Context: an optimization exercise on an open-source flow, tuned for small area, a short achievable clock period and few clock cycles per item. The choices shown serve that exercise and are no tape-out recipe. In this exercise RTL edits were held to simulation tests only and were not proved equivalent to the original. Power is estimated from default activity; no workload was simulated.

## ordered_list_engine_top
module ordered_list_engine_top (
    input  logic                            clk,
    input  logic                            rst_n,
    input  logic                            start,
    output logic                            busy,
    input  logic [ole_pkg::KIND_W-1:0]      kind,
    input  logic [ole_pkg::KEY_W-1:0]       key,
    input  logic [ole_pkg::VALUE_W-1:0]     value,
    input  logic [ole_pkg::INDEX_W-1:0]     index,
    output logic                            done,
    output logic [ole_pkg::STATUS_W-1:0]    status,
    output logic [ole_pkg::POSITION_W-1:0]  position,
    output logic [ole_pkg::RDATA_W-1:0]     read_data,
    output logic [ole_pkg::COUNT_W-1:0]     count
);
Size: about 760 flip-flops, ~120 I/O pins, roughly 38000 µm² of cells after synthesis.
clock: 7.0 ns
lec_check: 0
cap_margin: 20
core_margin: 2
core_utilization: 55
cts_buf_list: sky130_fd_sc_hd__clkbuf_4 sky130_fd_sc_hd__clkbuf_8
setup_slack_margin: 4.0
slew_margin: 20
standard.sh (not shown) runs the stock make flow with config.mk's settings and CLKGATE_MAP_FILE= SYNTH_SCRIPT=/design/flow/synth_recipe.tcl, a recipe that flattens the netlist after the stock synthesis.
==> flow/flow/run.sh <==
#!/bin/bash
# The standard layout, with the port buffers that buffer_ports inserts made
# plain buffers (buf_2) instead of the delay cell it picks by default.
set -euo pipefail
export BUFFER_PORTS_ARGS="-buffer_cell sky130_fd_sc_hd__buf_2"
bash standard.sh > standard.log 2>&1
The baseline finished clean.
Testbench counts at the start, summed over its fixed seeds: cycles 16,032, items 16,000.
Change:
==> flow/flow/run.sh (replaced) <==
#!/bin/bash
# The standard layout, with the port buffers that buffer_ports inserts made
# plain buffers (buf_4) instead of the delay cell it picks by default.
set -euo pipefail
export BUFFER_PORTS_ARGS="-buffer_cell sky130_fd_sc_hd__buf_4"
bash standard.sh > standard.log 2>&1
CORE_UTILIZATION = 45   (was 55)
CTS_BUF_LIST = default   (was sky130_fd_sc_hd__clkbuf_4 sky130_fd_sc_hd__clkbuf_8)
SETUP_SLACK_MARGIN = 4.3   (was 4.0)
Effect: Sequential power hardly moves; global-route usage shrinks by 6.7 points; clock power rose by 7.5%; critical path depth stays the same; setup slack improved by 0.32 ns; fmax grows by 11%; non-clock buffer count came out higher by 80; power went up by 6.3%; area after synthesis does not change.
Change:
==> flow/run.sh (new file) <==
#!/bin/bash
# synth_recipe.tcl (not shown) runs the flow's synth.tcl, then flattens the netlist and writes it again
# the make line also repeats each setting of config.mk as NAME=value (left out here)
make -C /OpenROAD-flow-scripts/flow DESIGN_CONFIG=/design/flow/config.mk WORK_HOME=/design/flow/orfs CLKGATE_MAP_FILE= SYNTH_SCRIPT=/design/flow/synth_recipe.tcl finish
CORE_UTILIZATION = 55   (was 45)
SETUP_SLACK_MARGIN = 4.5   (was 4.3)
removed: flow/flow/run.sh
removed: flow/standard.sh
Result: This time the run aborted during global routing, error GRT-0232. Synthesized area stays the same. Synthesized cell count stays the same.
Change:
==> flow/flow/run.sh (new file) <==
#!/bin/bash
# The standard layout, with the port buffers that buffer_ports inserts made
# plain buffers (buf_4) instead of the delay cell it picks by default.
set -euo pipefail
export BUFFER_PORTS_ARGS="-buffer_cell sky130_fd_sc_hd__buf_4"
bash standard.sh > standard.log 2>&1
==> flow/standard.sh (new file) <==
#!/bin/bash
# synth_recipe.tcl (not shown) runs the flow's synth.tcl, then flattens the netlist and writes it again
# the make line also repeats each setting of config.mk as NAME=value (left out here)
make -C /OpenROAD-flow-scripts/flow DESIGN_CONFIG=/design/flow/config.mk WORK_HOME=/design/flow/orfs CLKGATE_MAP_FILE= SYNTH_SCRIPT=/design/flow/synth_recipe.tcl "${@:-finish}"
CTS_BUF_LIST = sky130_fd_sc_hd__clkbuf_4 sky130_fd_sc_hd__clkbuf_8   (was default)
SETUP_SLACK_MARGIN = 4.0   (was 4.5)
removed: flow/run.sh
What happened:
- The changed run passed the timing, DRC and antenna checks
- area after synthesis stays the same
- synthesized cell count does not change
Change:
==> flow/run.sh (new file) <==
#!/bin/bash
# synth_recipe.tcl (not shown) runs the flow's synth.tcl, then flattens the netlist and writes it again
# the make line also repeats each setting of config.mk as NAME=value (left out here)
make -C /OpenROAD-flow-scripts/flow DESIGN_CONFIG=/design/flow/config.mk WORK_HOME=/design/flow/orfs CLKGATE_MAP_FILE= SYNTH_SCRIPT=/design/flow/synth_recipe.tcl finish
CTS_BUF_LIST = default   (was sky130_fd_sc_hd__clkbuf_4 sky130_fd_sc_hd__clkbuf_8)
removed: flow/flow/run.sh
removed: flow/standard.sh
The new run finished with timing, DRC and antenna clean.
Clock power is higher by 6.0%.
Routed wire length is higher by 3.1%.
Global-route usage is higher by 1.3 points.
Flip-flop and latch count does not change.
Sequential share of layout area is lower by 1.6 points.
Synthesized area stays the same.
Power is higher by about 3%.
Combinational power is higher by about 6%.
Change:
==> flow/flow/run.sh (new file) <==
#!/bin/bash
# The standard layout, with the port buffers that buffer_ports inserts made
# plain buffers (buf_4) instead of the delay cell it picks by default.
set -euo pipefail
export BUFFER_PORTS_ARGS="-buffer_cell sky130_fd_sc_hd__buf_4"
bash standard.sh > standard.log 2>&1
==> flow/standard.sh (new file) <==
#!/bin/bash
# synth_recipe.tcl (not shown) runs the flow's synth.tcl, then flattens the netlist and writes it again
# the make line also repeats each setting of config.mk as NAME=value (left out here)
make -C /OpenROAD-flow-scripts/flow DESIGN_CONFIG=/design/flow/config.mk WORK_HOME=/design/flow/orfs CLKGATE_MAP_FILE= SYNTH_SCRIPT=/design/flow/synth_recipe.tcl "${@:-finish}"
removed: flow/run.sh
Global-route usage decreases by 1.1 points; clock skew increases by 0.025 ns; sequential power increases by about 0.7%; hold slack got worse by 0.0052 ns; design area decreases by 3.1%; flip-flop and latch count stays the same.

[separate check: timing with driven ports]
The flow's constraints put no driver on any port. The routed layouts listed below were extracted and timed again, unchanged, in two steps. Step 1 sets driving cells, clkbuf_16 on the clock port and buf_2 on the other inputs (assumed; they add their load-dependent delay and slew). Step 2 times the ports against the registers' clock, not the clock port: input delays grow and output delays shrink by t, the midpoint of the rising clock arrivals with the driver on. Three values: ideal, step 1, step 2; two values: the first two.
run	shift t [ns]	setup WS [ns]	clock arrival spread, ns	slew at the worst register clock pin (ns)
the first run	0.890	3.808 / 3.853 / 2.963	0.056 / 0.056	0.07 / 0.07
the second run	0.736	4.123 / 4.166 / 3.431	0.037 / 0.037	0.07 / 0.07
the fourth run	0.817	3.769 / 3.811 / 2.994	0.050 / 0.050	0.07 / 0.07
the fifth run	0.729	3.667 / 3.714 / 2.985	0.025 / 0.026	0.07 / 0.07
the sixth run	0.725	3.878 / 3.928 / 3.203	0.054 / 0.054	0.07 / 0.07
After both steps every run listed still meets setup and hold. The setup slack of the first run, which loses most, moves by +0.045 ns with the drivers and by -0.845 ns with both steps.
